Context: an optimization exercise on an open-source flow, tuned for small area. The choices shown serve that exercise and are no tape-out recipe.
Where RTL was checked, it was by simulation tests only, not by an equivalence proof against the original.
The flow treats the clock pin as an ideal source. Dropping or thinning the clock tree relies on that and would not hold on a real chip.
Power is estimated from default activity; no workload was simulated.

== trial 7 ==
Design lru_page_replacement_unit, start of the top module:
module lru_page_replacement_unit (
  input  logic        clk,
  input  logic        rst_n,
  input  logic        cfg_valid,
  output logic        cfg_ready,
  input  logic [3:0]  cfg_data,
  input  logic        in_tvalid,
  output logic        in_tready,
  input  logic [15:0] in_tdata,    
  input  logic        in_tuser,    
  output logic        out_tvalid,
  input  logic        out_tready,
  output logic [55:0] out_tdata    
);
Size: ~220 flip-flops, roughly 7600 sq um of cells after synthesis.
clock: 5.0 ns
lec_check: 0
abc_area: 1
cap_margin: 20
core_margin: 2
core_utilization: 60
cts_buf_list: sky130_fd_sc_hd__clkbuf_4 sky130_fd_sc_hd__clkbuf_8
cts_cluster_size: 30
slew_margin: 20
run.sh (not shown) runs the stock make flow with config.mk's settings and CLKGATE_MAP_FILE= SYNTH_SCRIPT=/design/flow/synth_recipe.tcl, a recipe that flattens the netlist after the stock synthesis.
No stage failed in trial 7, and the final checks on the layout all came back clean.
Here is what was changed in the inputs of trial 15 compared with trial 7.
Settings: CTS_BUF_LIST changed from sky130_fd_sc_hd__clkbuf_4 sky130_fd_sc_hd__clkbuf_8 to sky130_fd_sc_hd__clkbuf_2 sky130_fd_sc_hd__clkbuf_4; CTS_CLUSTER_SIZE changed from 30 to 20.
Findings:
Trial 15 against trial 7; cell count is up by a few percent.
Final core area utilization was lower in the run labelled trial 15.
Relative to trial 7, post-layout worst setup margin has decreased by 0.10 ns in trial 15.
Re portion of the clock cycle consumed by the worst path in the final layout: trial 15 is 2.1 points up on trial 7.
No run of this note included a check of the RTL's function; only the layout flow was run.

---

lru_page_replacement_unit, a different RTL version from the one above (not shown whole).
For scale: roughly 550 cells after synthesis, roughly 6200 um2 of cells after synthesis.
clock: 5.0 ns
lec_check: 0
abc_area: 1
cap_margin: 20
core_margin: 2
core_utilization: 60
slew_margin: 20
standard.sh (not shown) runs the stock make flow with config.mk's settings and CLKGATE_MAP_FILE= SYNTH_SCRIPT=/design/flow/synth_recipe.tcl, a recipe that flattens the netlist after the stock synthesis.
==> flow/flow/run.sh <==
#!/bin/bash
# Own layout flow: the standard flow (standard.sh, all ORFS steps) with
#  - synthesis: an area-oriented ABC script (flow/abc_area.script, picked by
#    ABC_AREA=1 in config.mk) and no extraction of half/full adder cells;
#    registers are mapped exactly as in the standard synthesis,
#  - the smallest buffer (buf_1) on every input and output port,
#  - a one-level clock tree (flow/manual_cts.tcl) in place of TritonCTS: a few
#    clock buffers, each driving the flip-flops of one region, all fed from
#    the clk port; the rest of the CTS step (placement legalisation, timing
#    repair) is ORFS's own.
# make's output goes to standard.log; ORFS keeps each step's log in orfs/logs.
set -euo pipefail
W=$(pwd)
rm -rf "$W/scripts"
cp -r "$FLOW_HOME/scripts" "$W/scripts"
cp "$W/flow/abc_area.script" "$W/scripts/abc_area.script"
grep -q 'log_cmd clock_tree_synthesis {\*}$cts_args' "$W/scripts/cts.tcl"
sed -i 's|log_cmd clock_tree_synthesis {\*}$cts_args|source $::env(MANUAL_CTS_TCL)|' "$W/scripts/cts.tcl"
export SCRIPTS_DIR="$W/scripts"
export ADDER_MAP_FILE=
export BUFFER_PORTS_ARGS="-buffer_cell sky130_fd_sc_hd__buf_1"
export MANUAL_CTS_TCL="$W/flow/manual_cts.tcl"
export MANUAL_CTS_GROUPS=7
export MANUAL_CTS_ROOT=sky130_fd_sc_hd__clkbuf_8
export MANUAL_CTS_CELL=sky130_fd_sc_hd__clkbuf_16
bash "$W/standard.sh" > "$W/standard.log" 2>&1
==> flow/flow/abc_area.script <==
&get -n
&st
&dch
&nf -R 1000
&st
&syn2
&dch
&nf -R 1000
&put
Other scripts of this flow, unchanged in this note and not shown: flow/flow/manual_cts.tcl
The baseline finished with timing, DRC and antenna clean.
Then changed:
==> flow/flow/abc_area.script (replaced) <==
&get -n
&st
&deepsyn -T 40
&dch
&nf -R 1000
&put
=> The new run went through all stages and came out clean; cell count went down by 5.2%; synthesized cell count went down by 7.0%; first-iteration DRC count went up by 4.3%; register-to-register slack loses 1.4 ns; die area went down by 0.72%; power hardly moves; area after synthesis went down by about 0.75%; wire length went down by 2.7%; design area went down by about 0.8%; sequential share of layout area went up by 0.51 points.
No run of this note takes its clock network from TritonCTS; it comes from the design's own scripts or RTL.

---

== alpha ==
lru_page_replacement_unit, a different RTL version from the one above (not shown whole).
Size in the first run: about 510 cells after synthesis, ~220 flip-flops, roughly 85 I/O pins, about 6100 um^2 of cells after synthesis.
==> flow/design.v (excerpt) <==
module lru_page_replacement_unit (
  input  logic        clk,
  input  logic        rst_n,
  input  logic        cfg_valid,
  output logic        cfg_ready,
  input  logic [3:0]  cfg_data,
  input  logic        in_tvalid,
  output logic        in_tready,
  input  logic [15:0] in_tdata,    
  input  logic        in_tuser,    
  output logic        out_tvalid,
  input  logic        out_tready,
  output logic [55:0] out_tdata    
);
  localparam logic [1:0] S_IDLE = 2'd0;
  localparam logic [1:0] S_SCAN = 2'd1;
  localparam logic [1:0] S_UPD  = 2'd2;
  localparam logic [1:0] S_PRES = 2'd3;
  logic [1:0]  state_r;
  logic [2:0]  phase_r;       
  logic [3:0]  valid_r;       
  logic [2:0]  nm1_r;         
  logic [31:0] fault_r;
  logic [15:0] pg_r;          
  logic        hit_r;
  logic [2:0]  slot_r;
  logic [2:0]  lim_r;
  logic [15:0] ring_pg [8];
  logic [2:0]  ring_rk [8];
  logic [15:0] cur_pg;
  logic [2:0]  cur_rk;
  logic [15:0] nxt_pg;
  logic [2:0]  nxt_rk;
  logic        cur_act;
  logic        cur_val;
  logic        at_slot;
  logic        empty;
  logic        last;
  logic        first;
  logic        start;
  logic        scan;
  logic        upd;
  logic        wr;
  logic        cap;
  logic        capev;
  logic        srch;        
  logic        s_hit;
  logic        s_ld;
  logic        s_emp;
  logic        fin;
  logic        clr;
  logic        inc;
  logic [32:0] fc;
  logic [31:0] fault_d;
  logic        cfg_ld;
  logic [2:0]  cfg_nm1;
  assign cfg_ready = 1'b1;
  assign cur_pg  = ring_pg[7];
  assign cur_rk  = ring_rk[7];
  assign cur_act = (phase_r <= nm1_r);
  assign cur_val = ({1'b0, phase_r} < valid_r);
  assign at_slot = (phase_r == slot_r);
  assign empty   = (valid_r <= {1'b0, nm1_r});
  assign last    = (phase_r == 3'd7);
  assign first   = (phase_r == 3'd0);
  assign scan    = (state_r == S_SCAN);
  assign upd     = (state_r == S_UPD);
  assign in_tready = upd && last;
  assign start     = (state_r == S_IDLE) && last && in_tvalid;
  assign wr     = upd && at_slot;
  assign nxt_pg = ({16{wr}} & in_tdata) | ({16{!wr}} & cur_pg);
  always_comb begin
  ...
==> flow/config.mk <==
export PLATFORM = sky130hd
export DESIGN_NAME = lru_page_replacement_unit
export DESIGN_NICKNAME = lru_page_replacement_unit
export VERILOG_FILES = /design/flow/design.v
export SDC_FILE = /design/flow/constraint.sdc
export NUM_CORES = 4
export LEC_CHECK = 0
export ABC_AREA = 1
export CAP_MARGIN = 20
export CORE_MARGIN = 2
export CORE_UTILIZATION = 75
export SLEW_MARGIN = 20
==> flow/constraint.sdc <==
create_clock -name core_clock -period 5.0 [get_ports {clk}]
set_input_delay 1.0000 -clock core_clock [delete_from_list [all_inputs] [get_ports {clk}]]
set_output_delay 1.0000 -clock core_clock [all_outputs]
set_load 0.01 [all_outputs]
==> flow/flow/run.sh <==
#!/bin/bash
# Own layout flow: the standard flow (standard.sh, all ORFS steps) with
#  - synthesis: an area-oriented ABC script with a time-limited deepsyn pass (flow/abc_area.script, picked by
#    ABC_AREA=1 in config.mk) and no extraction of half/full adder cells;
#    registers are mapped exactly as in the standard synthesis,
#  - the smallest buffer (buf_1) on every input and output port,
#  - a one-level clock tree (flow/manual_cts.tcl) in place of TritonCTS: a few
#    clock buffers, each driving the flip-flops of one region, all fed from
#    the clk port; the rest of the CTS step (placement legalisation, timing
#    repair) is ORFS's own.
# make's output goes to standard.log; ORFS keeps each step's log in orfs/logs.
set -euo pipefail
W=$(pwd)
rm -rf "$W/scripts"
cp -r "$FLOW_HOME/scripts" "$W/scripts"
cp "$W/flow/abc_area.script" "$W/scripts/abc_area.script"
grep -q 'log_cmd clock_tree_synthesis {\*}$cts_args' "$W/scripts/cts.tcl"
sed -i 's|log_cmd clock_tree_synthesis {\*}$cts_args|source $::env(MANUAL_CTS_TCL)|' "$W/scripts/cts.tcl"
export SCRIPTS_DIR="$W/scripts"
export ADDER_MAP_FILE=
export BUFFER_PORTS_ARGS="-buffer_cell sky130_fd_sc_hd__buf_1"
export MANUAL_CTS_TCL="$W/flow/manual_cts.tcl"
export MANUAL_CTS_GROUPS=6
export MANUAL_CTS_ROOT=sky130_fd_sc_hd__clkbuf_8
export MANUAL_CTS_CELL=sky130_fd_sc_hd__clkbuf_16
bash "$W/standard.sh" > "$W/standard.log" 2>&1
==> flow/flow/manual_cts.tcl <==
# A small clock tree in place of TritonCTS: the clock flip-flops are split into
# groups of nearby sinks (recursive halving by x and y median), and each group
# is driven by one clock buffer at its centre. The group buffers are fed from
# the clk port, or, with MANUAL_CTS_ROOT set, from one root buffer at the centre
# of the sinks. Every flip-flop gets its clock through the same kind and number
# of buffers, so the tree has no deliberate skew.
set mcts_groups [expr { [info exists ::env(MANUAL_CTS_GROUPS)] ? $::env(MANUAL_CTS_GROUPS) : 4 }]
set mcts_cell [expr { [info exists ::env(MANUAL_CTS_CELL)] ? $::env(MANUAL_CTS_CELL) : "sky130_fd_sc_hd__clkbuf_16" }]
set block [ord::get_db_block]
set db [ord::get_db]
set clk_port_net [$block findNet clk]
set master [$db findMaster $mcts_cell]
set mcts_root [expr { [info exists ::env(MANUAL_CTS_ROOT)] ? $::env(MANUAL_CTS_ROOT) : "" }]

set sinks {}
foreach it [$clk_port_net getITerms] {
  set inst [$it getInst]
  set bb [$inst getBBox]
  set x [expr { ([$bb xMin] + [$bb xMax]) / 2 }]
  set y [expr { ([$bb yMin] + [$bb yMax]) / 2 }]
  lappend sinks [list $it $x $y]
}
puts "manual cts: [llength $sinks] sinks on clk, $mcts_groups groups of $mcts_cell"

# split a list of sinks into n groups by alternating x / y median cuts
proc mcts_split { sinks n axis } {
  if { $n <= 1 || [llength $sinks] <= 1 } {
    return [list $sinks]
  }
  set idx [expr { $axis == 0 ? 1 : 2 }]
  set sorted [lsort -integer -index $idx $sinks]
  set n1 [expr { $n / 2 }]
  set n2 [expr { $n - $n1 }]
  set cut [expr { ([llength $sorted] * $n1) / $n }]
  set a [lrange $sorted 0 [expr { $cut - 1 }]]
  set b [lrange $sorted $cut end]
  set next [expr { 1 - $axis }]
  return [concat [mcts_split $a $n1 $next] [mcts_split $b $n2 $next]]
}

set bb [$block getDieArea]
set axis [expr { ([$bb xMax] - [$bb xMin]) >= ([$bb yMax] - [$bb yMin]) ? 0 : 1 }]
set groups [mcts_split $sinks $mcts_groups $axis]
set feed_net $clk_port_net
if { $mcts_root ne "" } {
  set rmaster [$db findMaster $mcts_root]
  set sx 0
  set sy 0
  foreach s $sinks {
    set sx [expr { $sx + [lindex $s 1] }]
    set sy [expr { $sy + [lindex $s 2] }]
  }
  set rinst [odb::dbInst_create $block $rmaster "clkbuf_root_clk"]
  set feed_net [odb::dbNet_create $block "clknet_root_clk"]
  $feed_net setSigType CLOCK
  [$rinst findITerm A] connect $clk_port_net
  [$rinst findITerm X] connect $feed_net
  $rinst setLocation [expr { $sx / [llength $sinks] - [$rmaster getWidth] / 2 }] [expr { $sy / [llength $sinks] - [$rmaster getHeight] / 2 }]
  $rinst setPlacementStatus PLACED
}
set k 0
foreach g $groups {
  if { [llength $g] == 0 } { continue }
  set sx 0
  set sy 0
  foreach s $g {
    set sx [expr { $sx + [lindex $s 1] }]
    set sy [expr { $sy + [lindex $s 2] }]
  }
  set cx [expr { $sx / [llength $g] }]
  set cy [expr { $sy / [llength $g] }]
  set inst [odb::dbInst_create $block $master "clkbuf_leaf_${k}_clk"]
  set net [odb::dbNet_create $block "clknet_leaf_${k}_clk"]
  $net setSigType CLOCK
  [$inst findITerm A] connect $feed_net
  [$inst findITerm X] connect $net
  foreach s $g {
    set it [lindex $s 0]
    $it disconnect
    $it connect $net
  }
  $inst setLocation [expr { $cx - [$master getWidth] / 2 }] [expr { $cy - [$master getHeight] / 2 }]
  $inst setPlacementStatus PLACED
  puts "manual cts: clkbuf_leaf_${k}_clk drives [llength $g] sinks at ($cx, $cy)"
  incr k
}
$clk_port_net setSigType CLOCK
global_connect
set_propagated_clock [all_clocks]
Other scripts of this flow, unchanged in this note and not shown: flow/flow/abc_area.script
alpha: flow completed, timing, DRC and antenna clean
Edits applied to the flow inputs when going from alpha to beta:
Settings: a change of CORE_UTILIZATION from 75 to 60.
--- a/flow/flow/run.sh
+++ b/flow/flow/run.sh
@@ -22,3 +22,3 @@
 export MANUAL_CTS_TCL="$W/flow/manual_cts.tcl"
-export MANUAL_CTS_GROUPS=6
+export MANUAL_CTS_GROUPS=7
 export MANUAL_CTS_ROOT=sky130_fd_sc_hd__clkbuf_8
### Flow results
- Looking at average wire length per cell after detail routing across alpha and beta, the one that comes out higher is alpha.
- Summary of beta over alpha: minimum clock period saw a decrease, max-capacitance violation count saw little to no change, area added between synthesis and finish saw an increase, hold slack saw little to no change, met3 track utilization from global routing saw a decrease.
- met2 capacity usage during global routing ended up 19 points lower on beta than on alpha.
- Critical path depth ends up lower on beta.
- Going from alpha to beta, the data required time of the worst path was found to have gone down by 0.02 ns.
- Compared with alpha, routed wire length on met2 in beta decreased by more than 10%.
No run of this note takes its clock network from TritonCTS; it comes from the design's own scripts or RTL.

-- static timing again, ports no longer ideal --
The flow's constraints put no driver on any port. The routed layouts listed below were extracted and timed again, unchanged, in two steps. Step 1, drivers: a clkbuf_16 drives clk and a buf_2 each remaining input, both assumed. Step 2 also shifts input and output timing later by t, the mid clock arrival at the registers, as if the neighbouring blocks saw the same clock. Three values: ideal ports, drivers, drivers and shift; two values: the first two.
run | shift t [ns] | setup WS [ns] | hold WS [ns] | worst data-port slew with drivers (ns)
trial 7 | 0.530 | 1.600 / 1.588 / 1.456 | 0.321 / 0.321 / 0.321 | 0.05
trial 15 | 0.678 | 1.495 / 1.462 / 1.448 | 0.288 / 0.288 / 0.288 | 0.05
the first run of note 2 | 0.452 | 1.768 / 1.739 / 2.083 | 0.330 / 0.330 / 0.330 | 0.03
the second run of note 2 | 0.447 | 0.688 / 0.688 / 0.688 | 0.333 / 0.333 / 0.333 | 0.04
alpha | 0.436 | 0.293 / 0.293 / 0.293 | 0.333 / 0.333 / 0.333 | 0.06
beta | 0.455 | 0.503 / 0.503 / 0.503 | 0.331 / 0.331 / 0.331 | 0.05
After both steps setup and hold are still met in every run listed. The setup slack of trial 7, which loses most, moves by -0.012 ns with the drivers and by -0.144 ns with both steps.
